What follows belongs to an exercise in optimizing a design on an open flow for small area and a short achievable clock period; a production flow would make more cautious choices. At most, simulation tests tie the RTL to the original design; equivalence was not proved. Function not checked in runs 1 and 2: the RTL went through the layout flow alone. Power figures rest on the tool's default switching activity, not on a simulated workload.

<file path="flow/design.v">
package servo_pkg;
	localparam int ADC_W = 16;
	localparam int SIGNAL_W = 24;
	localparam int COEF_W = 18;
	localparam int COEF_FRAC = 16;
	localparam int DAC_W = 16;
	localparam int WB_AW = 4;
	localparam int WB_DW = 32;
	localparam logic [WB_DW-1:0] FW_VERSION = 32'h0000_0012;
	typedef enum logic [WB_AW-1:0] {
		REG_VERSION = 4'd0,
		REG_CONTROL = 4'd1,
		REG_A1_0    = 4'd2,
		REG_B0_0    = 4'd3,
		REG_B1_0    = 4'd4,
		REG_A1_1    = 4'd5,
		REG_B0_1    = 4'd6,
		REG_B1_1    = 4'd7
	} reg_addr_e;
endpackage
`timescale 1ns/1ns
module iir_first_order #(
	parameter int ADC_W     = servo_pkg::ADC_W,
	parameter int SIGNAL_W  = servo_pkg::SIGNAL_W,
	parameter int COEF_W    = servo_pkg::COEF_W,
	parameter int COEF_FRAC = servo_pkg::COEF_FRAC
) (
	input  logic                        clk1,
	input  logic                        i_rst_n,
	input  logic                        i_load,
	input  logic                        i_first,
	input  logic                        i_update,
	input  logic                        i_on,
	input  logic signed [COEF_W-1:0]    i_a1,
	input  logic signed [COEF_W-1:0]    i_b0,
	input  logic signed [COEF_W-1:0]    i_b1,
	input  logic signed [ADC_W-1:0]     i_sample,
	output logic signed [SIGNAL_W-1:0]  o_signal,
	input  logic                        i_park,
	input  logic [SIGNAL_W-1:0]         i_park_val,
	output logic [SIGNAL_W-1:0]         o_park
);
	localparam int SW = COEF_W + 1;    
	localparam int AW = 25;            
	localparam int TW = AW + 4;        
	logic [SW-1:0]              sa, sb, sc;
	logic signed [ADC_W-1:0]    x;
	logic signed [ADC_W-1:0]    xp;
	logic [AW-1:0]              acc_s, acc_c;
	logic [3:0]                 low;
	logic ld_on, ld, sh, pk;
	logic [SW-1:0] pk_a, pk_b;
	assign ld_on = i_load & i_on;
	assign ld = i_load;
	assign sh = ~i_load & ~i_park;
	assign pk = i_park;
	assign pk_a = {i_park_val[2*(SW-7)-1:SW-7], 7'd0};
	assign pk_b = {i_park_val[SW-8:0], 7'd0};
	always_ff @(posedge clk1) begin
		sa <= ({SW{ld_on}} & {i_a1, 1'b0}) | ({SW{pk}} & pk_a) | ({SW{sh}} & {{4{sa[SW-1]}}, sa[SW-1:4]});
		sb <= ({SW{ld_on}} & {i_b0, 1'b0}) | ({SW{ld & ~i_on}} & SW'(1 << (COEF_FRAC + 1)))
			| ({SW{pk}} & pk_b) | ({SW{sh}} & {{4{sb[SW-1]}}, sb[SW-1:4]});
		sc <= ({SW{ld_on}} & {i_b1, 1'b0}) | ({SW{sh}} & {{4{sc[SW-1]}}, sc[SW-1:4]});
		x <= ({ADC_W{ld}} & i_sample) | ({ADC_W{~ld}} & x);
	end
	assign o_park = {sa[SW-1:7], sb[SW-1:7]};
	logic [2:0] da0, da1, db0, db1, dc0, dc1;    
	function automatic logic [2:0] booth(input logic [2:0] b);
		booth[0] = b[1] ^ b[0];
		booth[1] = b[2] ? (~b[1] & ~b[0]) : (b[1] & b[0]);
		booth[2] = b[2];
	endfunction
	assign da0 = booth(sa[2:0]);
	assign da1 = booth(sa[4:2]);
	assign db0 = booth(sb[2:0]);
	assign db1 = booth(sb[4:2]);
	assign dc0 = booth(sc[2:0]);
	assign dc1 = booth(sc[4:2]);
	function automatic logic [SIGNAL_W:0] pp_y(input logic [2:0] d, input logic [SIGNAL_W-1:0] m);
		logic [SIGNAL_W:0] me;
		logic [SIGNAL_W:0] p;
		me = {m[SIGNAL_W-1], m};
		p = ({(SIGNAL_W+1){d[0]}} & me) | ({(SIGNAL_W+1){d[1]}} & {me[SIGNAL_W-1:0], 1'b0});
		p = p ^ {(SIGNAL_W+1){d[2]}};
		pp_y = {~p[SIGNAL_W], p[SIGNAL_W-1:0]};
	endfunction
	function automatic logic [ADC_W:0] pp_x(input logic [2:0] d, input logic [ADC_W-1:0] m);
		logic [ADC_W:0] me;
		logic [ADC_W:0] p;
		me = {m[ADC_W-1], m};
		p = ({(ADC_W+1){d[0]}} & me) | ({(ADC_W+1){d[1]}} & {me[ADC_W-1:0], 1'b0});
		p = p ^ {(ADC_W+1){d[2]}};
		pp_x = {~p[ADC_W], p[ADC_W-1:0]};
	endfunction
	logic [SIGNAL_W:0] pa0, pa1;
	logic [ADC_W:0]    pb0, pb1, pc0, pc1;
	assign pa0 = pp_y(da0, o_signal);
	assign pa1 = pp_y(da1, o_signal);
	assign pb0 = pp_x(db0, x);
	assign pb1 = pp_x(db1, x);
	assign pc0 = pp_x(dc0, xp);
	assign pc1 = pp_x(dc1, xp);
	logic [AW-1:0] s_in, c_in;
	logic [AW-1:0] s_out, c_out;
	logic [3:0]    low_out;
	assign s_in = i_first ? (AW'(1) << 24) : acc_s;
	assign c_in = i_first ? '0 : acc_c;
	iir_heap heap_i (
		.s_in(s_in),
		.c_in(c_in),
		.pa0(pa0),
		.pa1(pa1),
		.na0(da0[2]),
		.na1(da1[2]),
		.pb0(pb0),
		.pb1(pb1),
		.pc0(pc0),
		.pc1(pc1),
		.nb0(db0[2]),
		.nb1(db1[2]),
		.nc0(dc0[2]),
		.nc1(dc1[2]),
		.o_low(low_out),
		.o_s(s_out),
		.o_c(c_out)
	);
	always_ff @(posedge clk1) begin
		acc_s <= s_out;
		acc_c <= c_out;
		low <= low_out;
	end
	logic [SIGNAL_W-1:0] hi;
	logic [SIGNAL_W+3:0] y_raw;
	logic [SIGNAL_W-1:0] y_sat;
	assign hi = acc_s[SIGNAL_W-1:0] + acc_c[SIGNAL_W-1:0];
	assign y_raw = {hi, low};
	always_comb begin
		if (y_raw[SIGNAL_W+3:SIGNAL_W-1] == {5{y_raw[SIGNAL_W+3]}}) begin
			y_sat = y_raw[SIGNAL_W-1:0];
		end else if (y_raw[SIGNAL_W+3]) begin
			y_sat = {1'b1, {(SIGNAL_W-1){1'b0}}};
		end else begin
			y_sat = {1'b0, {(SIGNAL_W-1){1'b1}}};
		end
	end
	logic up, keep;
	assign up = i_rst_n & i_update;
	assign keep = i_rst_n & ~i_update;
	always_ff @(posedge clk1) begin
		o_signal <= ({SIGNAL_W{up}} & y_sat) | ({SIGNAL_W{keep}} & o_signal);
		xp <= ({ADC_W{up}} & x) | ({ADC_W{keep}} & xp);
	end
endmodule
module iir_heap (
	input  logic [24:0] s_in,
	input  logic [24:0] c_in,
	input  logic [24:0] pa0,
	input  logic [24:0] pa1,
	input  logic na0,
	input  logic na1,
	input  logic [16:0] pb0,
	input  logic [16:0] pb1,
	input  logic [16:0] pc0,
	input  logic [16:0] pc1,
	input  logic nb0,
	input  logic nb1,
	input  logic nc0,
	input  logic nc1,
	output logic [3:0] o_low,
	output logic [24:0] o_s,
	output logic [24:0] o_c
);
	logic h1;
	logic h2;
	logic h3;
	logic h4;
	logic h5;
	logic h6;
	logic h7;
	logic h8;
	logic h9;
	logic h10;
	logic h11;
	logic h12;
	logic h13;
	logic h14;
	logic h15;
	logic h16;
	logic h17;
	logic h18;
	logic h19;
	logic h20;
	logic h21;
	logic h22;
	logic h23;
	logic h24;
	logic h25;
	logic h26;
	logic h27;
	logic h28;
	logic h29;
	logic h30;
	logic h31;
	logic h32;
	logic h33;
	logic h34;
	logic h35;
	logic h36;
	logic h37;
	logic h38;
	logic h39;
	logic h40;
	logic h41;
	logic h42;
	logic h43;
	logic h44;
	logic h45;
	logic h46;
	logic h47;
	logic h48;
	logic h49;
	logic h50;
	logic h51;
	logic h52;
	logic h53;
	logic h54;
	logic h55;
	logic h56;
	logic h57;
	logic h58;
	logic h59;
	logic h60;
	logic h61;
	logic h62;
	logic h63;
	logic h64;
	logic h65;
	logic h66;
	logic h67;
	logic h68;
	logic h69;
	logic h70;
	logic h71;
	logic h72;
	logic h73;
	logic h74;
	logic h75;
	logic h76;
	logic h77;
	logic h78;
	logic h79;
	logic h80;
	logic h81;
	logic h82;
	logic h83;
	logic h84;
	logic h85;
	logic h86;
	logic h87;
	logic h88;
	logic h89;
	logic h90;
	logic h91;
	logic h92;
	logic h93;
	logic h94;
	logic h95;
	logic h96;
	logic h97;
	logic h98;
	logic h99;
	logic h100;
	logic h101;
	logic h102;
	logic h103;
	logic h104;
	logic h105;
	logic h106;
	logic h107;
	logic h108;
	logic h109;
	logic h110;
	logic h111;
	logic h112;
	logic h113;
	logic h114;
	logic h115;
	logic h116;
	logic h117;
	logic h118;
	logic h119;
	logic h120;
	logic h121;
	logic h122;
	logic h123;
	logic h124;
	logic h125;
	logic h126;
	logic h127;
	logic h128;
	logic h129;
	logic h130;
	logic h131;
	logic h132;
	logic h133;
	logic h134;
	logic h135;
	logic h136;
	logic h137;
	logic h138;
	logic h139;
	logic h140;
	logic h141;
	logic h142;
	logic h143;
	logic h144;
	logic h145;
	logic h146;
	logic h147;
	logic h148;
	logic h149;
	logic h150;
	logic h151;
	logic h152;
	logic h153;
	logic h154;
	logic h155;
	logic h156;
	logic h157;
	logic h158;
	logic h159;
	logic h160;
	logic h161;
	logic h162;
	logic h163;
	logic h164;
	logic h165;
	logic h166;
	logic h167;
	logic h168;
	logic h169;
	logic h170;
	logic h171;
	logic h172;
	logic h173;
	logic h174;
	logic h175;
	logic h176;
	logic h177;
	logic h178;
	logic h179;
	logic h180;
	logic h181;
	logic h182;
	logic h183;
	logic h184;
	logic h185;
	logic h186;
	logic h187;
	logic h188;
	logic h189;
	logic h190;
	logic h191;
	logic h192;
	logic h193;
	logic h194;
	logic h195;
	logic h196;
	logic h197;
	logic h198;
	logic h199;
	logic h200;
	logic h201;
	logic h202;
	logic h203;
	logic h204;
	logic h205;
	logic h206;
	logic h207;
	logic h208;
	logic h209;
	logic h210;
	logic h211;
	logic h212;
	logic h213;
	logic h214;
	logic h215;
	logic h216;
	logic h217;
	logic h218;
	logic h219;
	logic h220;
	logic h221;
	logic h222;
	logic h223;
	logic h224;
	logic h225;
	logic h226;
	logic h227;
	logic h228;
	logic h229;
	logic h230;
	logic h231;
	logic h232;
	logic h233;
	logic h234;
	logic h235;
	logic h236;
	logic h237;
	logic h238;
	logic h239;
	logic h240;
	logic h241;
	logic h242;
	logic h243;
	logic h244;
	logic h245;
	logic h246;
	logic h247;
	logic h248;
	logic h249;
	logic h250;
	logic h251;
	logic h252;
	logic h253;
	logic h254;
	logic h255;
	logic h256;
	logic h257;
	logic h258;
	logic h259;
	logic h260;
	logic h261;
	logic h262;
	logic h263;
	logic h264;
	logic h265;
	logic h266;
	logic h267;
	logic h268;
	logic h269;
	logic h270;
	logic h271;
	logic h272;
	logic h273;
	logic h274;
	logic h275;
	logic h276;
	logic h277;
	logic h278;
	logic h279;
	logic h280;
	logic h281;
	logic h282;
	logic h283;
	logic h284;
	logic h285;
	logic h286;
	logic h287;
	logic h288;
	logic h289;
	logic h290;
	assign h1 = c_in[0] ^ s_in[0] ^ na0;
	assign h2 = (c_in[0] & s_in[0]) | (c_in[0] & na0) | (s_in[0] & na0);
	assign h3 = h1 ^ pa0[0];
	assign h4 = h1 & pa0[0];
	assign h5 = c_in[1] ^ s_in[1] ^ h2;
	assign h6 = (c_in[1] & s_in[1]) | (c_in[1] & h2) | (s_in[1] & h2);
	assign h7 = pa0[1] ^ h4 ^ h5;
	assign h8 = (pa0[1] & h4) | (pa0[1] & h5) | (h4 & h5);
	assign h9 = c_in[2] ^ s_in[2] ^ na1;
	assign h10 = (c_in[2] & s_in[2]) | (c_in[2] & na1) | (s_in[2] & na1);
	assign h11 = h9 ^ pa0[2] ^ pa1[0];
	assign h12 = (h9 & pa0[2]) | (h9 & pa1[0]) | (pa0[2] & pa1[0]);
	assign h13 = h6 ^ h11 ^ h8;
	assign h14 = (h6 & h11) | (h6 & h8) | (h11 & h8);
	assign h15 = c_in[3] ^ s_in[3] ^ h10;
	assign h16 = (c_in[3] & s_in[3]) | (c_in[3] & h10) | (s_in[3] & h10);
	assign h17 = pa0[3] ^ pa1[1] ^ h12;
	assign h18 = (pa0[3] & pa1[1]) | (pa0[3] & h12) | (pa1[1] & h12);
	assign h19 = h15 ^ h17 ^ h14;
	assign h20 = (h15 & h17) | (h15 & h14) | (h17 & h14);
	assign h21 = c_in[4] ^ s_in[4] ^ pa0[4];
	assign h22 = (c_in[4] & s_in[4]) | (c_in[4] & pa0[4]) | (s_in[4] & pa0[4]);
	assign h23 = pa1[2] ^ h16 ^ h21;
	assign h24 = (pa1[2] & h16) | (pa1[2] & h21) | (h16 & h21);
	assign h25 = h18 ^ h23 ^ h20;
	assign h26 = (h18 & h23) | (h18 & h20) | (h23 & h20);
	assign h27 = c_in[5] ^ s_in[5] ^ pa0[5];
	assign h28 = (c_in[5] & s_in[5]) | (c_in[5] & pa0[5]) | (s_in[5] & pa0[5]);
	assign h29 = pa1[3] ^ h22 ^ h27;
	assign h30 = (pa1[3] & h22) | (pa1[3] & h27) | (h22 & h27);
	assign h31 = h24 ^ h29;
	assign h32 = h24 & h29;
	assign h33 = c_in[6] ^ s_in[6] ^ pa0[6];
	assign h34 = (c_in[6] & s_in[6]) | (c_in[6] & pa0[6]) | (s_in[6] & pa0[6]);
	assign h35 = pa1[4] ^ h28 ^ h33;
	assign h36 = (pa1[4] & h28) | (pa1[4] & h33) | (h28 & h33);
	assign h37 = h30 ^ h35;
	assign h38 = h30 & h35;
	assign h39 = c_in[7] ^ s_in[7] ^ pa0[7];
	assign h40 = (c_in[7] & s_in[7]) | (c_in[7] & pa0[7]) | (s_in[7] & pa0[7]);
	assign h41 = pa1[5] ^ h34 ^ h39;
	assign h42 = (pa1[5] & h34) | (pa1[5] & h39) | (h34 & h39);
	assign h43 = h36 ^ h41;
	assign h44 = h36 & h41;
	assign h45 = c_in[8] ^ s_in[8] ^ nb0;
	assign h46 = (c_in[8] & s_in[8]) | (c_in[8] & nb0) | (s_in[8] & nb0);
	assign h47 = nc0 ^ h45 ^ pa0[8];
	assign h48 = (nc0 & h45) | (nc0 & pa0[8]) | (h45 & pa0[8]);
	assign h49 = pa1[6] ^ pb0[0] ^ pc0[0];
	assign h50 = (pa1[6] & pb0[0]) | (pa1[6] & pc0[0]) | (pb0[0] & pc0[0]);
	assign h51 = h40 ^ h47 ^ h49;
	assign h52 = (h40 & h47) | (h40 & h49) | (h47 & h49);
	assign h53 = h42 ^ h51;
	assign h54 = h42 & h51;
	assign h55 = c_in[9] ^ s_in[9] ^ h46;
	assign h56 = (c_in[9] & s_in[9]) | (c_in[9] & h46) | (s_in[9] & h46);
	assign h57 = pa0[9] ^ pa1[7] ^ pb0[1];
	assign h58 = (pa0[9] & pa1[7]) | (pa0[9] & pb0[1]) | (pa1[7] & pb0[1]);
	assign h59 = pc0[1] ^ h48 ^ h50;
	assign h60 = (pc0[1] & h48) | (pc0[1] & h50) | (h48 & h50);
	assign h61 = h55 ^ h57 ^ h52;
	assign h62 = (h55 & h57) | (h55 & h52) | (h57 & h52);
	assign h63 = h59 ^ h54;
	assign h64 = h59 & h54;
	assign h65 = c_in[10] ^ s_in[10] ^ nb1;
	assign h66 = (c_in[10] & s_in[10]) | (c_in[10] & nb1) | (s_in[10] & nb1);
	assign h67 = nc1 ^ h65 ^ pa0[10];
	assign h68 = (nc1 & h65) | (nc1 & pa0[10]) | (h65 & pa0[10]);
	assign h69 = pa1[8] ^ pb0[2] ^ pb1[0];
	assign h70 = (pa1[8] & pb0[2]) | (pa1[8] & pb1[0]) | (pb0[2] & pb1[0]);
	assign h71 = pc0[2] ^ pc1[0] ^ h56;
	assign h72 = (pc0[2] & pc1[0]) | (pc0[2] & h56) | (pc1[0] & h56);
	assign h73 = h58 ^ h67 ^ h69;
	assign h74 = (h58 & h67) | (h58 & h69) | (h67 & h69);
	assign h75 = h60 ^ h71 ^ h73;
	assign h76 = (h60 & h71) | (h60 & h73) | (h71 & h73);
	assign h77 = h62 ^ h64;
	assign h78 = h62 & h64;
	assign h79 = c_in[11] ^ s_in[11] ^ h66;
	assign h80 = (c_in[11] & s_in[11]) | (c_in[11] & h66) | (s_in[11] & h66);
	assign h81 = pa0[11] ^ pa1[9] ^ pb0[3];
	assign h82 = (pa0[11] & pa1[9]) | (pa0[11] & pb0[3]) | (pa1[9] & pb0[3]);
	assign h83 = pb1[1] ^ pc0[3] ^ pc1[1];
	assign h84 = (pb1[1] & pc0[3]) | (pb1[1] & pc1[1]) | (pc0[3] & pc1[1]);
	assign h85 = h68 ^ h70 ^ h79;
	assign h86 = (h68 & h70) | (h68 & h79) | (h70 & h79);
	assign h87 = h81 ^ h83 ^ h72;
	assign h88 = (h81 & h83) | (h81 & h72) | (h83 & h72);
	assign h89 = h74 ^ h85 ^ h87;
	assign h90 = (h74 & h85) | (h74 & h87) | (h85 & h87);
	assign h91 = h76 ^ h78;
	assign h92 = h76 & h78;
	assign h93 = c_in[12] ^ s_in[12] ^ pa0[12];
	assign h94 = (c_in[12] & s_in[12]) | (c_in[12] & pa0[12]) | (s_in[12] & pa0[12]);
	assign h95 = pa1[10] ^ pb0[4] ^ pb1[2];
	assign h96 = (pa1[10] & pb0[4]) | (pa1[10] & pb1[2]) | (pb0[4] & pb1[2]);
	assign h97 = pc0[4] ^ pc1[2] ^ h80;
	assign h98 = (pc0[4] & pc1[2]) | (pc0[4] & h80) | (pc1[2] & h80);
	assign h99 = h82 ^ h84 ^ h93;
	assign h100 = (h82 & h84) | (h82 & h93) | (h84 & h93);
	assign h101 = h95 ^ h86 ^ h97;
	assign h102 = (h95 & h86) | (h95 & h97) | (h86 & h97);
	assign h103 = h99 ^ h88 ^ h101;
	assign h104 = (h99 & h88) | (h99 & h101) | (h88 & h101);
	assign h105 = h90 ^ h103;
	assign h106 = h90 & h103;
	assign h107 = c_in[13] ^ s_in[13] ^ pa0[13];
	assign h108 = (c_in[13] & s_in[13]) | (c_in[13] & pa0[13]) | (s_in[13] & pa0[13]);
	assign h109 = pa1[11] ^ pb0[5] ^ pb1[3];
	assign h110 = (pa1[11] & pb0[5]) | (pa1[11] & pb1[3]) | (pb0[5] & pb1[3]);
	assign h111 = pc0[5] ^ pc1[3] ^ h94;
	assign h112 = (pc0[5] & pc1[3]) | (pc0[5] & h94) | (pc1[3] & h94);
	assign h113 = h96 ^ h107 ^ h109;
	assign h114 = (h96 & h107) | (h96 & h109) | (h107 & h109);
	assign h115 = h98 ^ h100 ^ h111;
	assign h116 = (h98 & h100) | (h98 & h111) | (h100 & h111);
	assign h117 = h113 ^ h102 ^ h115;
	assign h118 = (h113 & h102) | (h113 & h115) | (h102 & h115);
	assign h119 = h104 ^ h117;
	assign h120 = h104 & h117;
	assign h121 = c_in[14] ^ s_in[14] ^ pa0[14];
	assign h122 = (c_in[14] & s_in[14]) | (c_in[14] & pa0[14]) | (s_in[14] & pa0[14]);
	assign h123 = pa1[12] ^ pb0[6] ^ pb1[4];
	assign h124 = (pa1[12] & pb0[6]) | (pa1[12] & pb1[4]) | (pb0[6] & pb1[4]);
	assign h125 = pc0[6] ^ pc1[4] ^ h108;
	assign h126 = (pc0[6] & pc1[4]) | (pc0[6] & h108) | (pc1[4] & h108);
	assign h127 = h110 ^ h121 ^ h123;
	assign h128 = (h110 & h121) | (h110 & h123) | (h121 & h123);
	assign h129 = h112 ^ h114 ^ h125;
	assign h130 = (h112 & h114) | (h112 & h125) | (h114 & h125);
	assign h131 = h127 ^ h116 ^ h129;
	assign h132 = (h127 & h116) | (h127 & h129) | (h116 & h129);
	assign h133 = h118 ^ h131;
	assign h134 = h118 & h131;
	assign h135 = c_in[15] ^ s_in[15] ^ pa0[15];
	assign h136 = (c_in[15] & s_in[15]) | (c_in[15] & pa0[15]) | (s_in[15] & pa0[15]);
	assign h137 = pa1[13] ^ pb0[7] ^ pb1[5];
	assign h138 = (pa1[13] & pb0[7]) | (pa1[13] & pb1[5]) | (pb0[7] & pb1[5]);
	assign h139 = pc0[7] ^ pc1[5] ^ h122;
	assign h140 = (pc0[7] & pc1[5]) | (pc0[7] & h122) | (pc1[5] & h122);
	assign h141 = h124 ^ h135 ^ h137;
	assign h142 = (h124 & h135) | (h124 & h137) | (h135 & h137);
	assign h143 = h126 ^ h128 ^ h139;
	assign h144 = (h126 & h128) | (h126 & h139) | (h128 & h139);
	assign h145 = h141 ^ h130 ^ h143;
	assign h146 = (h141 & h130) | (h141 & h143) | (h130 & h143);
	assign h147 = h132 ^ h145;
	assign h148 = h132 & h145;
	assign h149 = c_in[16] ^ s_in[16] ^ pa0[16];
	assign h150 = (c_in[16] & s_in[16]) | (c_in[16] & pa0[16]) | (s_in[16] & pa0[16]);
	assign h151 = pa1[14] ^ pb0[8] ^ pb1[6];
	assign h152 = (pa1[14] & pb0[8]) | (pa1[14] & pb1[6]) | (pb0[8] & pb1[6]);
	assign h153 = pc0[8] ^ pc1[6] ^ h136;
	assign h154 = (pc0[8] & pc1[6]) | (pc0[8] & h136) | (pc1[6] & h136);
	assign h155 = h138 ^ h149 ^ h151;
	assign h156 = (h138 & h149) | (h138 & h151) | (h149 & h151);
	assign h157 = h140 ^ h142 ^ h153;
	assign h158 = (h140 & h142) | (h140 & h153) | (h142 & h153);
	assign h159 = h155 ^ h144 ^ h157;
	assign h160 = (h155 & h144) | (h155 & h157) | (h144 & h157);
	assign h161 = h146 ^ h159;
	assign h162 = h146 & h159;
	assign h163 = c_in[17] ^ s_in[17] ^ pa0[17];
	assign h164 = (c_in[17] & s_in[17]) | (c_in[17] & pa0[17]) | (s_in[17] & pa0[17]);
	assign h165 = pa1[15] ^ pb0[9] ^ pb1[7];
	assign h166 = (pa1[15] & pb0[9]) | (pa1[15] & pb1[7]) | (pb0[9] & pb1[7]);
	assign h167 = pc0[9] ^ pc1[7] ^ h150;
	assign h168 = (pc0[9] & pc1[7]) | (pc0[9] & h150) | (pc1[7] & h150);
	assign h169 = h152 ^ h163 ^ h165;
	assign h170 = (h152 & h163) | (h152 & h165) | (h163 & h165);
	assign h171 = h154 ^ h156 ^ h167;
	assign h172 = (h154 & h156) | (h154 & h167) | (h156 & h167);
	assign h173 = h169 ^ h158 ^ h171;
	assign h174 = (h169 & h158) | (h169 & h171) | (h158 & h171);
	assign h175 = h160 ^ h173;
	assign h176 = h160 & h173;
	assign h177 = c_in[18] ^ s_in[18] ^ pa0[18];
	assign h178 = (c_in[18] & s_in[18]) | (c_in[18] & pa0[18]) | (s_in[18] & pa0[18]);
	assign h179 = pa1[16] ^ pb0[10] ^ pb1[8];
	assign h180 = (pa1[16] & pb0[10]) | (pa1[16] & pb1[8]) | (pb0[10] & pb1[8]);
	assign h181 = pc0[10] ^ pc1[8] ^ h164;
	assign h182 = (pc0[10] & pc1[8]) | (pc0[10] & h164) | (pc1[8] & h164);
	assign h183 = h166 ^ h177 ^ h179;
	assign h184 = (h166 & h177) | (h166 & h179) | (h177 & h179);
	assign h185 = h168 ^ h170 ^ h181;
	assign h186 = (h168 & h170) | (h168 & h181) | (h170 & h181);
	assign h187 = h183 ^ h172 ^ h185;
	assign h188 = (h183 & h172) | (h183 & h185) | (h172 & h185);
	assign h189 = h174 ^ h187;
	assign h190 = h174 & h187;
	assign h191 = c_in[19] ^ s_in[19] ^ pa0[19];
	assign h192 = (c_in[19] & s_in[19]) | (c_in[19] & pa0[19]) | (s_in[19] & pa0[19]);
	assign h193 = pa1[17] ^ pb0[11] ^ pb1[9];
	assign h194 = (pa1[17] & pb0[11]) | (pa1[17] & pb1[9]) | (pb0[11] & pb1[9]);
	assign h195 = pc0[11] ^ pc1[9] ^ h178;
	assign h196 = (pc0[11] & pc1[9]) | (pc0[11] & h178) | (pc1[9] & h178);
	assign h197 = h180 ^ h191 ^ h193;
	assign h198 = (h180 & h191) | (h180 & h193) | (h191 & h193);
	assign h199 = h182 ^ h184 ^ h195;
	assign h200 = (h182 & h184) | (h182 & h195) | (h184 & h195);
	assign h201 = h197 ^ h186 ^ h199;
	assign h202 = (h197 & h186) | (h197 & h199) | (h186 & h199);
	assign h203 = h188 ^ h201;
	assign h204 = h188 & h201;
	assign h205 = c_in[20] ^ s_in[20] ^ pa0[20];
	assign h206 = (c_in[20] & s_in[20]) | (c_in[20] & pa0[20]) | (s_in[20] & pa0[20]);
	assign h207 = pa1[18] ^ pb0[12] ^ pb1[10];
	assign h208 = (pa1[18] & pb0[12]) | (pa1[18] & pb1[10]) | (pb0[12] & pb1[10]);
	assign h209 = pc0[12] ^ pc1[10] ^ h192;
	assign h210 = (pc0[12] & pc1[10]) | (pc0[12] & h192) | (pc1[10] & h192);
	assign h211 = h194 ^ h205 ^ h207;
	assign h212 = (h194 & h205) | (h194 & h207) | (h205 & h207);
	assign h213 = h196 ^ h198 ^ h209;
	assign h214 = (h196 & h198) | (h196 & h209) | (h198 & h209);
	assign h215 = h211 ^ h200 ^ h213;
	assign h216 = (h211 & h200) | (h211 & h213) | (h200 & h213);
	assign h217 = h202 ^ h215;
	assign h218 = h202 & h215;
	assign h219 = c_in[21] ^ s_in[21] ^ pa0[21];
	assign h220 = (c_in[21] & s_in[21]) | (c_in[21] & pa0[21]) | (s_in[21] & pa0[21]);
	assign h221 = pa1[19] ^ pb0[13] ^ pb1[11];
	assign h222 = (pa1[19] & pb0[13]) | (pa1[19] & pb1[11]) | (pb0[13] & pb1[11]);
	assign h223 = pc0[13] ^ pc1[11] ^ h206;
	assign h224 = (pc0[13] & pc1[11]) | (pc0[13] & h206) | (pc1[11] & h206);
	assign h225 = h208 ^ h219 ^ h221;
	assign h226 = (h208 & h219) | (h208 & h221) | (h219 & h221);
	assign h227 = h210 ^ h212 ^ h223;
	assign h228 = (h210 & h212) | (h210 & h223) | (h212 & h223);
	assign h229 = h225 ^ h214 ^ h227;
	assign h230 = (h225 & h214) | (h225 & h227) | (h214 & h227);
	assign h231 = h216 ^ h229;
	assign h232 = h216 & h229;
	assign h233 = c_in[22] ^ s_in[22] ^ pa0[22];
	assign h234 = (c_in[22] & s_in[22]) | (c_in[22] & pa0[22]) | (s_in[22] & pa0[22]);
	assign h235 = pa1[20] ^ pb0[14] ^ pb1[12];
	assign h236 = (pa1[20] & pb0[14]) | (pa1[20] & pb1[12]) | (pb0[14] & pb1[12]);
	assign h237 = pc0[14] ^ pc1[12] ^ h220;
	assign h238 = (pc0[14] & pc1[12]) | (pc0[14] & h220) | (pc1[12] & h220);
	assign h239 = h222 ^ h233 ^ h235;
	assign h240 = (h222 & h233) | (h222 & h235) | (h233 & h235);
	assign h241 = h224 ^ h226 ^ h237;
	assign h242 = (h224 & h226) | (h224 & h237) | (h226 & h237);
	assign h243 = h239 ^ h228 ^ h241;
	assign h244 = (h239 & h228) | (h239 & h241) | (h228 & h241);
	assign h245 = h230 ^ h243;
	assign h246 = h230 & h243;
	assign h247 = c_in[23] ^ s_in[23] ^ pa0[23];
	assign h248 = (c_in[23] & s_in[23]) | (c_in[23] & pa0[23]) | (s_in[23] & pa0[23]);
	assign h249 = pa1[21] ^ pb0[15] ^ pb1[13];
	assign h250 = (pa1[21] & pb0[15]) | (pa1[21] & pb1[13]) | (pb0[15] & pb1[13]);
	assign h251 = pc0[15] ^ pc1[13] ^ h234;
	assign h252 = (pc0[15] & pc1[13]) | (pc0[15] & h234) | (pc1[13] & h234);
	assign h253 = h236 ^ h247 ^ h249;
	assign h254 = (h236 & h247) | (h236 & h249) | (h247 & h249);
	assign h255 = h238 ^ h240 ^ h251;
	assign h256 = (h238 & h240) | (h238 & h251) | (h240 & h251);
	assign h257 = h253 ^ h242 ^ h255;
	assign h258 = (h253 & h242) | (h253 & h255) | (h242 & h255);
	assign h259 = h244 ^ h257;
	assign h260 = h244 & h257;
	assign h261 = c_in[24] ^ s_in[24] ^ pa0[24];
	assign h262 = (c_in[24] & s_in[24]) | (c_in[24] & pa0[24]) | (s_in[24] & pa0[24]);
	assign h263 = pa1[22] ^ pb0[16] ^ pb1[14];
	assign h264 = (pa1[22] & pb0[16]) | (pa1[22] & pb1[14]) | (pb0[16] & pb1[14]);
	assign h265 = pc0[16] ^ pc1[14] ^ h248;
	assign h266 = (pc0[16] & pc1[14]) | (pc0[16] & h248) | (pc1[14] & h248);
	assign h267 = h250 ^ h261 ^ h263;
	assign h268 = (h250 & h261) | (h250 & h263) | (h261 & h263);
	assign h269 = h252 ^ h254 ^ h265;
	assign h270 = (h252 & h254) | (h252 & h265) | (h254 & h265);
	assign h271 = h267 ^ h256 ^ h269;
	assign h272 = (h267 & h256) | (h267 & h269) | (h256 & h269);
	assign h273 = h258 ^ h271;
	assign h274 = h258 & h271;
	assign h275 = pa1[23] ^ pb1[15] ^ pc1[15];
	assign h276 = (pa1[23] & pb1[15]) | (pa1[23] & pc1[15]) | (pb1[15] & pc1[15]);
	assign h277 = h262 ^ h264 ^ h275;
	assign h278 = (h262 & h264) | (h262 & h275) | (h264 & h275);
	assign h279 = h266 ^ h268 ^ h277;
	assign h280 = (h266 & h268) | (h266 & h277) | (h268 & h277);
	assign h281 = h270 ^ h279 ^ h272;
	assign h282 = (h270 & h279) | (h270 & h272) | (h279 & h272);
	assign h283 = pa1[24] ^ pb1[16] ^ pc1[16];
	assign h284 = (pa1[24] & pb1[16]) | (pa1[24] & pc1[16]) | (pb1[16] & pc1[16]);
	assign h285 = h276 ^ h283 ^ h278;
	assign h286 = (h276 & h283) | (h276 & h278) | (h283 & h278);
	assign h287 = h280 ^ h285;
	assign h288 = h280 & h285;
	assign h289 = h284 ^ h286;
	assign h290 = h284 & h286;
	assign o_low[0] = h3;
	assign o_low[1] = h7;
	assign o_low[2] = h13;
	assign o_low[3] = h19;
	assign o_s[0] = h25;
	assign o_c[0] = 1'b0;
	assign o_s[1] = h31;
	assign o_c[1] = h26;
	assign o_s[2] = h32;
	assign o_c[2] = h37;
	assign o_s[3] = h38;
	assign o_c[3] = h43;
	assign o_s[4] = h44;
	assign o_c[4] = h53;
	assign o_s[5] = h61;
	assign o_c[5] = h63;
	assign o_s[6] = h75;
	assign o_c[6] = h77;
	assign o_s[7] = h89;
	assign o_c[7] = h91;
	assign o_s[8] = h92;
	assign o_c[8] = h105;
	assign o_s[9] = h106;
	assign o_c[9] = h119;
	assign o_s[10] = h120;
	assign o_c[10] = h133;
	assign o_s[11] = h134;
	assign o_c[11] = h147;
	assign o_s[12] = h148;
	assign o_c[12] = h161;
	assign o_s[13] = h162;
	assign o_c[13] = h175;
	assign o_s[14] = h176;
	assign o_c[14] = h189;
	assign o_s[15] = h190;
	assign o_c[15] = h203;
	assign o_s[16] = h204;
	assign o_c[16] = h217;
	assign o_s[17] = h218;
	assign o_c[17] = h231;
	assign o_s[18] = h232;
	assign o_c[18] = h245;
	assign o_s[19] = h246;
	assign o_c[19] = h259;
	assign o_s[20] = h260;
	assign o_c[20] = h273;
	assign o_s[21] = h274;
	assign o_c[21] = h281;
	assign o_s[22] = h287;
	assign o_c[22] = h282;
	assign o_s[23] = h288;
	assign o_c[23] = h289;
	assign o_s[24] = h290;
	assign o_c[24] = 1'b0;
endmodule
`timescale 1ns/1ns
module channel_diff #(
	parameter int SIGNAL_W = servo_pkg::SIGNAL_W,
	parameter int DAC_W    = servo_pkg::DAC_W
) (
	input  logic signed [SIGNAL_W-1:0]  i_sig0,
	input  logic signed [SIGNAL_W-1:0]  i_sig1,
	output logic signed [SIGNAL_W-1:0]  o_error_d
);
	localparam logic signed [SIGNAL_W-1:0] SIG_MAX = {1'b0, {(SIGNAL_W-1){1'b1}}};
	localparam logic signed [SIGNAL_W-1:0] SIG_MIN = {1'b1, {(SIGNAL_W-1){1'b0}}};
	logic signed [SIGNAL_W:0]   diff;
	logic signed [SIGNAL_W-1:0] diff_sat;
	assign diff = i_sig0 - i_sig1;
	always_comb begin
		if (diff[SIGNAL_W] == diff[SIGNAL_W-1]) begin
			diff_sat = diff[SIGNAL_W-1:0];
		end else if (diff[SIGNAL_W]) begin
			diff_sat = SIG_MIN;
		end else begin
			diff_sat = SIG_MAX;
		end
	end
	assign o_error_d = diff_sat;
endmodule
`timescale 1ns/1ns
module servo_regs #(
	parameter int COEF_W = servo_pkg::COEF_W
) (
	input  logic                          clk1,
	input  logic                          i_rst_n,
	input  logic                          i_wb_cyc,
	input  logic                          i_wb_stb,
	input  logic                          i_wb_we,
	input  logic [servo_pkg::WB_AW-1:0]   i_wb_adr,
	input  logic [servo_pkg::WB_DW-1:0]   i_wb_dat,
	output logic [servo_pkg::WB_DW-1:0]   o_wb_dat,
	output logic                          o_wb_ack,
	output logic                          o_filt_on0,
	output logic                          o_filt_on1,
	output logic signed [COEF_W-1:0]      o_a1_0,
	output logic signed [COEF_W-1:0]      o_b0_0,
	output logic signed [COEF_W-1:0]      o_b1_0,
	output logic signed [COEF_W-1:0]      o_a1_1,
	output logic signed [COEF_W-1:0]      o_b0_1,
	output logic signed [COEF_W-1:0]      o_b1_1,
	output logic [1:0]                    o_afe_gain0,
	output logic [1:0]                    o_afe_gain1
);
	logic                      wb_new;
	logic                      wr;
	logic [1:0]                on_q;
	logic [3:0]                gain_q;
	logic signed [COEF_W-1:0]  a1_0_q, b0_0_q, b1_0_q, a1_1_q, b0_1_q, b1_1_q;
	logic [COEF_W-1:0]         rd_lo;
	logic                      rd_hi;
	logic [COEF_W-1:0]         rd_lo_q;
	logic                      rd_hi_q;
	assign wb_new = i_wb_cyc & i_wb_stb & ~o_wb_ack;
	assign wr = wb_new & i_wb_we;
	always_ff @(posedge clk1 or negedge i_rst_n) begin
		if (!i_rst_n) begin
			o_wb_ack <= 1'b0;
			gain_q <= '0;
		end else begin
			o_wb_ack <= wb_new;
			if (wr && i_wb_adr == 4'd1) gain_q <= i_wb_dat[5:2];
		end
	end
	logic [6:0] ld, hold;
	always_comb begin
		for (int i = 0; i < 7; i++) begin
			ld[i] = i_rst_n & wr & (i_wb_adr == 4'(i + 1));
			hold[i] = i_rst_n & ~(wr & (i_wb_adr == 4'(i + 1)));
		end
	end
	always_ff @(posedge clk1) begin
		on_q <= ({2{ld[0]}} & i_wb_dat[1:0]) | ({2{hold[0]}} & on_q);
		a1_0_q <= ({COEF_W{ld[1]}} & i_wb_dat[COEF_W-1:0]) | ({COEF_W{hold[1]}} & a1_0_q);
		b0_0_q <= ({COEF_W{ld[2]}} & i_wb_dat[COEF_W-1:0]) | ({COEF_W{hold[2]}} & b0_0_q);
		b1_0_q <= ({COEF_W{ld[3]}} & i_wb_dat[COEF_W-1:0]) | ({COEF_W{hold[3]}} & b1_0_q);
		a1_1_q <= ({COEF_W{ld[4]}} & i_wb_dat[COEF_W-1:0]) | ({COEF_W{hold[4]}} & a1_1_q);
		b0_1_q <= ({COEF_W{ld[5]}} & i_wb_dat[COEF_W-1:0]) | ({COEF_W{hold[5]}} & b0_1_q);
		b1_1_q <= ({COEF_W{ld[6]}} & i_wb_dat[COEF_W-1:0]) | ({COEF_W{hold[6]}} & b1_1_q);
	end
	always_comb begin
		rd_lo = '0;
		rd_hi = 1'b0;
		case (i_wb_adr)
			4'd0: rd_lo = COEF_W'(servo_pkg::FW_VERSION);
			4'd1: rd_lo = COEF_W'({gain_q, on_q});
			4'd2: begin rd_lo = a1_0_q; rd_hi = a1_0_q[COEF_W-1]; end
			4'd3: begin rd_lo = b0_0_q; rd_hi = b0_0_q[COEF_W-1]; end
			4'd4: begin rd_lo = b1_0_q; rd_hi = b1_0_q[COEF_W-1]; end
			4'd5: begin rd_lo = a1_1_q; rd_hi = a1_1_q[COEF_W-1]; end
			4'd6: begin rd_lo = b0_1_q; rd_hi = b0_1_q[COEF_W-1]; end
			4'd7: begin rd_lo = b1_1_q; rd_hi = b1_1_q[COEF_W-1]; end
			default: begin
			end
		endcase
	end
	always_ff @(posedge clk1) begin
		rd_lo_q <= rd_lo;
		rd_hi_q <= rd_hi;
	end
	assign o_wb_dat = {{(servo_pkg::WB_DW-COEF_W){rd_hi_q}}, rd_lo_q};
	assign o_filt_on0 = on_q[0];
	assign o_filt_on1 = on_q[1];
	assign o_a1_0 = a1_0_q;
	assign o_b0_0 = b0_0_q;
	assign o_b1_0 = b1_0_q;
	assign o_a1_1 = a1_1_q;
	assign o_b0_1 = b0_1_q;
	assign o_b1_1 = b1_1_q;
	assign o_afe_gain0 = ~gain_q[1:0];
	assign o_afe_gain1 = ~gain_q[3:2];
endmodule
`timescale 1ns/1ns
module servo_top #(
	parameter int ADC_W     = servo_pkg::ADC_W,
	parameter int SIGNAL_W  = servo_pkg::SIGNAL_W,
	parameter int COEF_W    = servo_pkg::COEF_W,
	parameter int COEF_FRAC = servo_pkg::COEF_FRAC,
	parameter int DAC_W     = servo_pkg::DAC_W
) (
	input  logic                          clk1,
	input  logic                          i_rst_n,
	input  logic                          i_wb_cyc,
	input  logic                          i_wb_stb,
	input  logic                          i_wb_we,
	input  logic [servo_pkg::WB_AW-1:0]   i_wb_adr,
	input  logic [servo_pkg::WB_DW-1:0]   i_wb_dat,
	output logic [servo_pkg::WB_DW-1:0]   o_wb_dat,
	output logic                          o_wb_ack,
	input  logic signed [ADC_W-1:0]       i_adc0,
	input  logic signed [ADC_W-1:0]       i_adc1,
	input  logic                          i_sample_valid,
	output logic signed [DAC_W-1:0]       o_dac_word,
	output logic                          o_dac_valid,
	output logic signed [SIGNAL_W-1:0]    o_error,
	output logic [1:0]                    o_afe_gain0,
	output logic [1:0]                    o_afe_gain1
);
	logic                       filt_on0;
	logic                       filt_on1;
	logic signed [COEF_W-1:0]   a1_0;
	logic signed [COEF_W-1:0]   b0_0;
	logic signed [COEF_W-1:0]   b1_0;
	logic signed [COEF_W-1:0]   a1_1;
	logic signed [COEF_W-1:0]   b0_1;
	logic signed [COEF_W-1:0]   b1_1;
	servo_regs #(
		.COEF_W(COEF_W)
	) regs_i (
		.clk1(clk1),
		.i_rst_n(i_rst_n),
		.i_wb_cyc(i_wb_cyc),
		.i_wb_stb(i_wb_stb),
		.i_wb_we(i_wb_we),
		.i_wb_adr(i_wb_adr),
		.i_wb_dat(i_wb_dat),
		.o_wb_dat(o_wb_dat),
		.o_wb_ack(o_wb_ack),
		.o_filt_on0(filt_on0),
		.o_filt_on1(filt_on1),
		.o_a1_0(a1_0),
		.o_b0_0(b0_0),
		.o_b1_0(b1_0),
		.o_a1_1(a1_1),
		.o_b0_1(b0_1),
		.o_b1_1(b1_1),
		.o_afe_gain0(o_afe_gain0),
		.o_afe_gain1(o_afe_gain1)
	);
	logic [2:0] step;
	always_ff @(posedge clk1 or negedge i_rst_n) begin
		if (!i_rst_n) begin
			step <= '0;
			o_dac_valid <= 1'b0;
		end else begin
			step <= (step == 3'd0) ? {2'b00, i_sample_valid} : step + 3'd1;
			o_dac_valid <= (step == 3'd7);
		end
	end
	logic load, first, update, park;
	assign load = (step == 3'd0);
	assign first = (step == 3'd1);
	assign update = (step == 3'd6);
	assign park = (step == 3'd7);
	logic signed [SIGNAL_W-1:0] sig0;
	logic signed [SIGNAL_W-1:0] sig1;
	logic signed [SIGNAL_W-1:0] err_d;
	iir_first_order #(
		.ADC_W(ADC_W),
		.SIGNAL_W(SIGNAL_W),
		.COEF_W(COEF_W),
		.COEF_FRAC(COEF_FRAC)
	) iir0_i (
		.clk1(clk1),
		.i_rst_n(i_rst_n),
		.i_load(load),
		.i_first(first),
		.i_update(update),
		.i_on(filt_on0),
		.i_a1(a1_0),
		.i_b0(b0_0),
		.i_b1(b1_0),
		.i_sample(i_adc0),
		.o_signal(sig0),
		.i_park(park),
		.i_park_val(err_d),
		.o_park(o_error)
	);
	iir_first_order #(
		.ADC_W(ADC_W),
		.SIGNAL_W(SIGNAL_W),
		.COEF_W(COEF_W),
		.COEF_FRAC(COEF_FRAC)
	) iir1_i (
		.clk1(clk1),
		.i_rst_n(i_rst_n),
		.i_load(load),
		.i_first(first),
		.i_update(update),
		.i_on(filt_on1),
		.i_a1(a1_1),
		.i_b0(b0_1),
		.i_b1(b1_1),
		.i_sample(i_adc1),
		.o_signal(sig1),
		.i_park(1'b0),
		.i_park_val('0),
		.o_park()
	);
	channel_diff #(
		.SIGNAL_W(SIGNAL_W),
		.DAC_W(DAC_W)
	) diff_i (
		.i_sig0(sig0),
		.i_sig1(sig1),
		.o_error_d(err_d)
	);
	assign o_dac_word = o_error[SIGNAL_W-1 -: DAC_W];
endmodule
</file>
<file path="flow/flow/run.sh">
#!/bin/bash
# The standard layout, with port buffers that are plain buffers and timing
# repair that aims for more setup slack than the clock needs. Make's output
# goes to make.log; ORFS keeps each tool's log under orfs/logs.
set -uo pipefail
cd "$(dirname "$0")/.."
bash standard.sh \
  "BUFFER_PORTS_ARGS=-buffer_cell sky130_fd_sc_hd__buf_2" \
  SETUP_SLACK_MARGIN=11.62 CTS_CLUSTER_SIZE=24 CTS_CLUSTER_DIAMETER=150 PLACE_DENSITY=0.8 REMOVE_ABC_BUFFERS=1 "BUFFER_PORTS_ARGS=-buffer_cell sky130_fd_sc_hd__buf_1" \
  finish > make.log 2>&1
status=$?
cp -r orfs/logs logs_orfs 2>/dev/null
exit $status
</file>
<file path="flow/standard.sh">
#!/bin/bash
# synth_recipe.tcl (not shown) runs the flow's synth.tcl, then flattens the netlist and writes it again
# the make line also repeats each setting of config.mk as NAME=value (left out here)
make -C /OpenROAD-flow-scripts/flow DESIGN_CONFIG=/design/flow/config.mk WORK_HOME=/design/flow/orfs CLKGATE_MAP_FILE= SYNTH_SCRIPT=/design/flow/synth_recipe.tcl "${@:-finish}"
</file>
<file path="flow/config.mk">
export PLATFORM = sky130hd
export DESIGN_NAME = servo_top
export DESIGN_NICKNAME = servo_top
export VERILOG_FILES = /design/flow/design.v
export SDC_FILE = /design/flow/constraint.sdc
export NUM_CORES = 4
export LEC_CHECK = 0
export CAP_MARGIN = 20
export CORE_MARGIN = 2
export CORE_UTILIZATION = 40
export SLEW_MARGIN = 20
</file>
<file path="flow/constraint.sdc">
create_clock -name core_clock -period 16.0 [get_ports {clk1}]
set_input_delay 3.2000 -clock core_clock [delete_from_list [all_inputs] [get_ports {clk1}]]
set_output_delay 3.2000 -clock core_clock [all_outputs]
set_load 0.01 [all_outputs]
</file>
==> results.ini, run 1 <==
[detailed_routing]
first_pass_iters = 8
vias = 23000
wl_per_cell_um = 20.1
drc = 0
ant_nets = 0
routed_wl_um = 80200
drt-initial-drc-count = 2411
vias_per_cell = 5.78

[logic_synthesis]
async_flop_share = 0.0192
synth-seq-cells = 468
yosys.area.top_type = dfxtp_1
avgSynthCellArea_um2 = 9.91
synthTopCellsByArea = dfxtp_1 29%, fa_1 16%, a22oi_1 7.0%
synth_top_area_frac = 0.286
ys_warn_count = 4
synth_flop_cell = dfxtp_1
synthesis.area_um2 = 29900
synthCells = 3014
ys_types = 84
synth-seq-area-share = 0.326
synth_edf_count = 32

[worst_setup_path]
critical-path-top-delay-family = flip-flops
end_kind = primary output
cp-start-kind = register
crit_chain = buf_1
cp.required_ps = 12800
slowest_delay_ps = 420
cp.arrival_ps = 1180
critPathBufInv = 1
cp_slowest_cell = dfxtp_2
path_max_fanout = 2
path_class = register to primary output

[global_route]
met1_usage = 0.267
gr-total-overflow = 0
grt_pass1_vias = 22600
grt.busiest_layer = met2
met3_usage = 0.0315
met2_usage = 0.331
antenna_found_initial = 0
grt_usage = 0.203
grt_pass1_wl_um = 126000
grt_start_max_net_pins = 82

[job]
maxCapViolCount = 0

[sta]
setup_tns_ps = 0
report.final.slew_viol_count = 0
hold_violations = 0
fin_skew_ps = 30.9
worst_pin_slew_ps = 1120
relSlewSlack = 0.234
period_needed_ps = 4380
setup_viol = 0
max_freq_mhz = 228
fin_crit_sh = 0.274
worst_slack_ps = 11620
rsz0062_at_grt = yes

[cts]
clock_latency_ps = 590
cts.sinks = 468
htree_levels = 1
cts_tree = built
clk_pin_slew_ps = 100
cts_buffer_depth = 3
cts_root_buf = clkbuf_16
cts_made_buffers = 23
cts_hold_buf = 0

[floorplan]
rows = 100
coreArea_um2 = 74200
num_io_pins = 152
chipWidth_um = 277
die_y_um = 277
die-area_um2 = 76900
initial_core_util = 0.403

[status]
run_status = no timing/DRC/antenna violations

[placement]
place_ws_ps = 10130
io_buffers = 137
globalplace.congestion = 0.974
dpl.hpwl_um = 58300

[power_and_ir_drop]
ir_drop_v = 0.000324
power_w = 0.00559
leakagePower_nw = 12.8
powerDensity_nw_per_um2 = 174

[cells_and_area]
nNetsFinal = 3468
antenna_cells = 0
area_growth_pct = 7.25
final_common_cell = dfxtp_1
mostFrequentLayoutCells = 399 x dfxtp_1, 304 x inv_1, 276 x a22oi_1
drive_gt1_frac = 0.0753

[hold_path]
worstHoldPathType = register to register

[sequential cells by signal (all words and copies together) (netlist names), 19 cells and up, named ones only]
name,flops
iir1_i.acc_c,23
iir0_i.acc_c,23
iir1_i.sb,19
iir0_i.acc_s,25
iir0_i.sa,19
iir0_i.sb,19
iir0_i.o_signal,24
iir0_i.sc,19
iir1_i.o_signal,24
iir1_i.sa,19
iir1_i.acc_s,25
iir1_i.sc,19
[report_power, final]
part	switching [W]	internal [W]
combinational	0.00204	0.00127
clock	0.000393	0.000270
sequential	0.000205	0.00141
total	0.00264	0.00295
[area by class of cell]
type	count	area (um2)
timing repair buffer	189	1080
multi-input combinational	2006	18100
inverter	316	1190
clock buffer	34	617
clock inverter	1	16.3
tap	969	1210
sequential	468	9790
fill	6869	42200
[path summary, 6_finish.rpt]
| path | to | slack, ps | from | depth (start not counted) |
|---|---|---|---|---|
| setup / recovery | o_error[3] | 11620 | iir0_i.sb[10]$_DFF_P_ | 1 |
| hold / removal | iir1_i.sa[4]$_DFF_P_ | 410 | iir1_i.sa[8]$_DFF_P_ | 2 |
| setup reg to reg | iir0_i.acc_c[14]$_DFF_P_ | 11760 | iir0_i.sa[2]$_DFF_P_ | 13 |
| hold reg to reg | iir1_i.sa[4]$_DFF_P_ | 410 | iir1_i.sa[8]$_DFF_P_ | 2 |
| max in group asynchronous | regs_i.gain_q[3]$_DFFE_PN0P_ | 13090 | i_rst_n | 2 |
| min in group asynchronous | step[1]$_DFF_PN0_ | 2610 | i_rst_n | 2 |
[cells by family (layout without fill, tap and decap cells)]
| family | after synthesis | in the layout | share of synthesized area |
|---|---|---|---|
| compound gates | 750 | 751 | 0.194 |
| simple gates | 555 | 555 | 0.0873 |
| mux | 23 | 23 | 0.00846 |
| xor+xnor | 287 | 287 | 0.0841 |
| fa+ha+maj | 390 | 390 | 0.224 |
| flops | 468 | 468 | 0.326 |
| buf+inv | 541 | 540 | 0.0761 |
[per-layer routing]
metal	wire length, um	vias up
met5	0	-
met3	7430	194
met4	3510	0
met1	31800	11300
li1	-	10300
met2	37400	1255
[repair_timing]
item,4_1_cts,5_1_grt
gates cloned,0,1
resized for setup,84,48
pin swaps,4,2
endpoints found under the setup margin,282,177
setup buffers,9,10
[synth_stat cells (27+ instances only)]
master / n
dfxtp_1: 427
a22o_1: 166
edfxtp_1: 32
xor2_1: 50
xnor2_1: 237
a21o_1: 27
ha_1: 147
o21ai_1: 29
and2_1: 72
inv_1: 307
o21ai_0: 49
a21oi_1: 58
buf_4: 56
nand2_1: 237
clkbuf_1: 142
nor2_1: 81
fa_1: 243
nand3_1: 71
a22oi_1: 277
[metrics by stage]
step | hold WS [ps] | area [um2] | std cells | util
detailed placement | 399 | 30800 | 3927 | 0.416
finish | 413 | 32000 | 3983 | 0.432
CTS | 415 | 31800 | 3971 | 0.429
global route | 435 | 32000 | 3983 | 0.432
floorplan | 392 | 28800 | 2789 | -
global placement | 395 | 30800 | 3926 | 0.415
==> run 2, diff against run 1 <==
--- a/flow/flow/run.sh
+++ b/flow/flow/run.sh
@@ -8,3 +8,3 @@
   "BUFFER_PORTS_ARGS=-buffer_cell sky130_fd_sc_hd__buf_2" \
-  SETUP_SLACK_MARGIN=11.62 CTS_CLUSTER_SIZE=24 CTS_CLUSTER_DIAMETER=150 PLACE_DENSITY=0.8 REMOVE_ABC_BUFFERS=1 "BUFFER_PORTS_ARGS=-buffer_cell sky130_fd_sc_hd__buf_1" \
+  SETUP_SLACK_MARGIN=11.66 CTS_CLUSTER_SIZE=24 CTS_CLUSTER_DIAMETER=150 PLACE_DENSITY=0.8 REMOVE_ABC_BUFFERS=1 "BUFFER_PORTS_ARGS=-buffer_cell sky130_fd_sc_hd__buf_1" \
   finish > make.log 2>&1
==> run 2 against run 1 <==
Effect of this change: still clean; clock skew is 0.87 ps lower; hold slack better by 1.0 ps; routed wire length is 1.6% higher; sequential power barely moved; count of clock-buffer cells in the layout stayed put; clock power barely moved; first-iteration DRC count is 3.5% lower; die area is the same; design area grew 0.59%; largest cell class unchanged; highest routed layer unchanged.
==> results.ini, run 2 <==
[status]
run_status = no timing/DRC/antenna violations

[logic_synthesis]
synth_common_cells = 427 x dfxtp_1, 307 x inv_1, 277 x a22oi_1
avgSynthCellArea_um2 = 9.91
synthesis.area_um2 = 29900
synthCells = 3014
yosys.cell_count.top_type = dfxtp_1
yosys.area.top_type = dfxtp_1
synth_top_area_frac = 0.286
synth-seq-area-share = 0.326
ys_warn_count = 4
synth_flop_cell = dfxtp_1
synth_edf_count = 32
async_flop_share = 0.0192
synthTopCellsByArea = dfxtp_1 29%, fa_1 16%, a22oi_1 7.0%
synth-seq-cells = 468
ys_types = 84

[hold_path]
worstHoldPathType = register to register
min_path_cells = 2

[sta]
setup_tns_ps = 0
fin_crit_sh = 0.273
report.final.slew_viol_count = 0
setup_viol = 0
period_needed_ps = 4370
worst_pin_slew_ps = 1180
fin_hold_ws_ps = 414
fin_skew_ps = 30.0
hold_violations = 0
relSlewSlack = 0.194
rsz0062_at_grt = yes
max_freq_mhz = 229

[worst_setup_path]
cp-start-kind = register
path_max_fanout = 14
crit_chain = buf_1
reg2reg_depth = 15
crit_cells = 1
slowest_delay_ps = 430
cp.required_ps = 12800
path_class = register to primary output
critical-path-top-delay-family = flip-flops
end_kind = primary output
rrSetupSlack_ps = 11810
cp.arrival_ps = 1170
cp_slowest_cell = dfxtp_4
critPathBufInv = 1

[detailed_routing]
routed_wl_um = 81400
ant_nets = 0
wl_per_cell_um = 20.4
drt-initial-drc-count = 2327
drc = 0
vias_per_cell = 5.78
vias = 23100
first_pass_iters = 8

[power_and_ir_drop]
powerDensity_nw_per_um2 = 175
power_w = 0.00564
leakagePower_nw = 13.0
ir_drop_v = 0.000328

[placement]
io_buffers = 137
globalplace.congestion = 0.974
dpl.hpwl_um = 58300

[global_route]
grt_pass1_wl_um = 127000
gr-total-overflow = 0
grt_pass1_vias = 22700
grt_usage = 0.204
antenna_found_initial = 0
grt_start_max_net_pins = 82

[cells_and_area]
final_common_cell = dfxtp_1
seq_area_um2 = 9830
nFillCells = 6832
drive_gt1_frac = 0.0854
top_regs = iir0_i.acc_s (25), iir1_i.acc_s (25)
mostFrequentLayoutCells = 399 x dfxtp_1, 303 x inv_1, 275 x a22oi_1
multi_input_area_um2 = 18200
utilization = 0.434
nNetsFinal = 3474
area_growth_pct = 7.89
antenna_cells = 0

[cts]
cts.sinks = 468
cts_made_buffers = 23
clock_latency_ps = 590
htree_levels = 1
cts_root_buf = clkbuf_16
cts_tree = built
clk_pin_slew_ps = 110
cts_buffer_depth = 3

[floorplan]
num_io_pins = 152
initial_core_util = 0.403
die_y_um = 277
rows = 100
chipWidth_um = 277
die-area_um2 = 76900
coreArea_um2 = 74200

[job]
maxCapViolCount = 0

==> run 2: report_power, final <==
part           total, W  switching (W)  internal (W)
Combinational   0.00335        0.00207       0.00128
Sequential      0.00162       0.000207       0.00142
Clock          0.000665       0.000394      0.000271
==> run 2: layout make-up <==
cell class | instances | area share
sequential | 468 | 0.305
tap | 969 | 0.0376
clock buffer | 34 | 0.0191
multi-input combinational | 2009 | 0.564
timing repair buffer | 192 | 0.0367
clock inverter | 1 | 0.000505
inverter | 316 | 0.0371
==> run 2: worst reg2reg max path, stage by stage, from the launching register on <==
cell and delay (ps):
dfrtp_1 400, inv_1 70, ha_1 210, nand2b_4 270
buf_12 280, and2_1 260, fa_1 160, inv_1 50
fa_1 520, inv_1 50, fa_1 410, inv_1 80
fa_1 440, fa_1 550, inv_1 50, ha_1 280
==> run 2: worst paths after layout <==
check	from	to
worst min-delay path	iir1_i.sa[8]$_DFF_P_	iir1_i.sa[4]$_DFF_P_
worst min register to register	iir1_i.sa[8]$_DFF_P_	iir1_i.sa[4]$_DFF_P_
worst max-delay path	regs_i.rd_hi_q$_DFF_P_	o_wb_dat[18]
worst max register to register	step[1]$_DFF_PN0_	iir0_i.acc_c[8]$_DFF_P_
max in group asynchronous	i_rst_n	regs_i.gain_q[3]$_DFFE_PN0P_
min in group asynchronous	i_rst_n	step[1]$_DFF_PN0_
==> run 2: through the flow <==
step	instances	setup WS [ps]	instance area (um2)
floorplan	2789	7660	28800
global placement	3926	10190	30800
detailed placement	3927	10130	30800
CTS	3975	11610	32000
global route	3989	11590	32200
finish	3989	11630	32200
==> run 2: layer usage <==
layer / wire length (um) / GRT usage / part of all wire
met5: 0 / 0 / 0
met4: 3490 / 0.0879 / 0.043
met3: 7590 / 0.0315 / 0.093
met2: 38100 / 0.333 / 0.47
met1: 32200 / 0.270 / 0.40
==> run 2: cells by family after synthesis <==
family | share of synthesized area
buf+inv | 0.0761
mux | 0.00846
xor+xnor | 0.0841
fa+ha+maj | 0.224
simple gates | 0.0873
flops | 0.326
compound gates | 0.194
==> run 2: what timing repair did <==
item	CTS	global route
gates resized for setup	130	54
gates cloned	1	4
pin swaps	5	2
hold buffers	0	0
setup buffers	12	9
setup endpoints to repair	294	228
==> run 3, diff against run 2 <==
--- a/flow/design.v
+++ b/flow/design.v
@@ -486,4 +486,4 @@
 	assign h24 = (pa1[2] & h16) | (pa1[2] & h21) | (h16 & h21);
-	assign h25 = h18 ^ h23 ^ h20;
-	assign h26 = (h18 & h23) | (h18 & h20) | (h23 & h20);
+	assign h25 = h18 ^ h23;
+	assign h26 = h18 & h23;
 	assign h27 = c_in[5] ^ s_in[5] ^ pa0[5];
@@ -757,5 +757,5 @@
 	assign o_s[0] = h25;
-	assign o_c[0] = 1'b0;
-	assign o_s[1] = h31;
-	assign o_c[1] = h26;
+	assign o_c[0] = h20;
+	assign o_s[1] = h26;
+	assign o_c[1] = h31;
 	assign o_s[2] = h32;
--- a/flow/flow/run.sh
+++ b/flow/flow/run.sh
@@ -8,3 +8,3 @@
   "BUFFER_PORTS_ARGS=-buffer_cell sky130_fd_sc_hd__buf_2" \
-  SETUP_SLACK_MARGIN=11.66 CTS_CLUSTER_SIZE=24 CTS_CLUSTER_DIAMETER=150 PLACE_DENSITY=0.8 REMOVE_ABC_BUFFERS=1 "BUFFER_PORTS_ARGS=-buffer_cell sky130_fd_sc_hd__buf_1" \
+  SETUP_SLACK_MARGIN=11.62 CTS_CLUSTER_SIZE=24 CTS_CLUSTER_DIAMETER=150 PLACE_DENSITY=0.8 REMOVE_ABC_BUFFERS=1 \
   finish > make.log 2>&1
==> run 3 against run 2 <==
Effect of this change: final cell count is 1.1% lower; non-clock buffer count is 14 lower; area after synthesis is 0.11% higher; critical path type unchanged; critical endpoint is now o_error[23]; highest routed layer unchanged.
==> results.ini, run 3 <==
[status]
run_status = no timing/DRC/antenna violations

[hold_path]
worstHoldPathType = register to register
min_path_cells = 2
min_to = iir1_i.sa[12]$_DFF_P_
holdCritStartpoint = iir1_i.sa[16]$_DFF_P_

[placement]
globalplace.congestion = 0.904
place_area_um2 = 31000
io_buffers = 137
dpl.hpwl_um = 57800

[sta]
period_needed_ps = 4360
report.final.slew_viol_count = 0
worst_pin_slew_ps = 1040
setup_tns_ps = 0
relSlewSlack = 0.304
fin_skew_ps = 31.1
rsz0062_at_grt = yes
fin_crit_sh = 0.273
max_freq_mhz = 229
fin_hold_ws_ps = 412
hold_violations = 0
setup_viol = 0

[detailed_routing]
wl_per_cell_um = 19.8
vias = 22700
drc = 0
first_pass_iters = 8
routed_wl_um = 78200
drt-initial-drc-count = 2437
vias_per_cell = 5.75
ant_nets = 0

[logic_synthesis]
ys_warn_count = 4
async_flop_share = 0.0191
synth-seq-cells = 470
yosys.cell_count.top_type = dfxtp_1
synth-seq-area-share = 0.327
synth_top_area_frac = 0.287
yosys.area.top_type = dfxtp_1
synth_edf_count = 32
synth_common_cells = 429 x dfxtp_1, 301 x inv_1, 267 x a22oi_1
synthCells = 2987
ys_types = 85
synth_flop_cell = dfxtp_1
synthesis.area_um2 = 29900
synthTopCellsByArea = dfxtp_1 29%, fa_1 16%, xnor2_1 7.6%
avgSynthCellArea_um2 = 10.0

[worst_setup_path]
rrSetupSlack_ps = 11740
cp_slowest_cell = dfxtp_2
cp-start-kind = register
slowest_delay_ps = 420
path_class = register to primary output
rr_startpoint = iir0_i.sc[2]$_DFF_P_
cp.required_ps = 12800
path_max_fanout = 4
cp.arrival_ps = 1160
critPathBufInv = 1
crit_chain = buf_2
end_kind = primary output
critical-path-top-delay-family = flip-flops
reg2reg_depth = 13
reg2reg_to = iir0_i.acc_c[9]$_DFF_P_

[cts]
clk_pin_slew_ps = 110
cts.sinks = 470
cts_tree = built
htree_levels = 1
cts_root_buf = clkbuf_16
cts_buffer_depth = 3
cts_made_buffers = 23
clock_latency_ps = 580

[power_and_ir_drop]
p_comb_frac = 0.633
swShare = 0.476
power.internal_w = 0.00344
seqPwrFrac = 0.267
power_w = 0.00656
clkPwrFrac = 0.100
p_switching_w = 0.00312
leakagePower_nw = 13.3
powerDensity_nw_per_um2 = 206
ir_drop_v = 0.000134

[floorplan]
die-area_um2 = 77000
die_y_um = 277
initial_core_util = 0.403
num_io_pins = 152
coreArea_um2 = 74200
rows = 100
chipWidth_um = 277

[global_route]
grt_usage = 0.199
antenna_found_initial = 0
grt_pass1_vias = 22200
grt_start_max_net_pins = 65
gr-total-overflow = 0
grt_pass1_wl_um = 123000

[cells_and_area]
nNetsFinal = 3434
mostFrequentLayoutCells = 398 x dfxtp_1, 297 x inv_1, 267 x a22oi_1
multi_input_area_um2 = 18000
final_common_cell = dfxtp_1
final_area_um2 = 31900
drive_gt1_frac = 0.109
antenna_cells = 0
area_growth_pct = 6.63
nFillCells = 6865
seq_area_um2 = 9840
top_regs = iir0_i.acc_s (25), iir1_i.acc_s (25)

[job]
maxCapViolCount = 0

## run 3: power groups by stage
stage | Clock (W) | Sequential, W | Combinational (W)
global route | 0.000702 | 0.00177 | 0.00474
CTS | 0.000663 | 0.00175 | 0.00414
global placement | 0 | 0.00176 | 0.00393
floorplan | 0 | 0.00167 | 0.00299
detailed placement | 0 | 0.00176 | 0.00408
finish | 0.000656 | 0.00175 | 0.00415
## run 3: how the worst max path moves through the flow
stage / start / slack, ps / end / depth (start not counted)
floorplan: i_rst_n / 7830 / iir0_i.o_signal[10]$_DFF_P_ / 2
global placement: i_wb_adr[0] / 10610 / regs_i.a1_1_q[8]$_DFF_P_ / 5
detailed placement: i_rst_n / 10570 / iir1_i.o_signal[7]$_DFF_P_ / 4
CTS: iir0_i.sa[12]$_DFF_P_ / 11620 / o_error[17] / 1
global route: iir0_i.sc[2]$_DFF_P_ / 11570 / iir0_i.acc_c[9]$_DFF_P_ / 13
finish: iir0_i.sa[18]$_DFF_P_ / 11640 / o_error[23] / 1
## run 3: area by class of cell
type                       instances  area share
clock buffer                      32      0.0191
timing repair buffer             178      0.0323
multi-input combinational       1984       0.565
inverter                         311      0.0366
tap                              969      0.0380
sequential                       470       0.308
clock inverter                     1    0.000353
## run 3: kinds of logic after synthesis
logic type,count (synthesis),synth area share
compound gates,763,0.194
xor+xnor,297,0.0870
fa+ha+maj,394,0.226
buf+inv,536,0.0762
flops,470,0.327
mux,24,0.00883
simple gates,503,0.0814
## run 3: repair_timing
item,4_1_cts,5_1_grt
pin swaps,0,1
setup endpoints to repair,251,118
resized for setup,54,23
buffers inserted,4,7
hold buffers,0,0
gates cloned,2,1
## run 3: through the flow
step / instances / setup slack [ps] / util
after floorplan: 2762 / 7830 / -
after global placement: 3898 / 10610 / 0.418
after detailed placement: 3898 / 10570 / 0.418
after CTS: 3937 / 11620 / 0.428
after global routing: 3945 / 11570 / 0.430
final: 3945 / 11640 / 0.430
## run 3: metal layers
layer / track usage / vias up / wire length, um
met5: 0 / - / 0
met4: 0.0895 / 0 / 3530
met3: 0.0213 / 187 / 6090
met2: 0.324 / 1105 / 36400
met1: 0.267 / 11200 / 32200
li1: - / 10200 / -

static timing again, ports no longer ideal:
How much do the figures lean on ideal ports? The routed layouts below were timed once more, with nothing changed but the port constraints. Step 1: set_driving_cell puts a clkbuf_16 on clk1 and a buf_2 on each other input, an assumption about the parent block. Step 2 moves the port delays by t, midway between the first and last clock arrival at a register: inputs arrive t later, outputs are due t later. That takes back most of the time a late clock gives input paths. Slacks: ideal ports / drivers / drivers and shift; pairs: ideal ports / drivers.
| run | shift t [ns] | setup WS [ns] | worst setup path after step 2 | clock arrival spread, ns |
|---|---|---|---|---|
| run 1 | 0.631 | 11.620 / 11.565 / 11.033 | input to register | 0.031 / 0.031 |
| run 2 | 0.632 | 11.628 / 11.573 / 11.059 | input to register | 0.030 / 0.030 |
| run 3 | 0.625 | 11.637 / 11.579 / 11.084 | input to register | 0.033 / 0.033 |
After both steps every run listed still meets setup and hold. For run 1, which loses most, drivers alone change the setup slack by -0.055 ns; drivers and shift together by -0.587 ns.
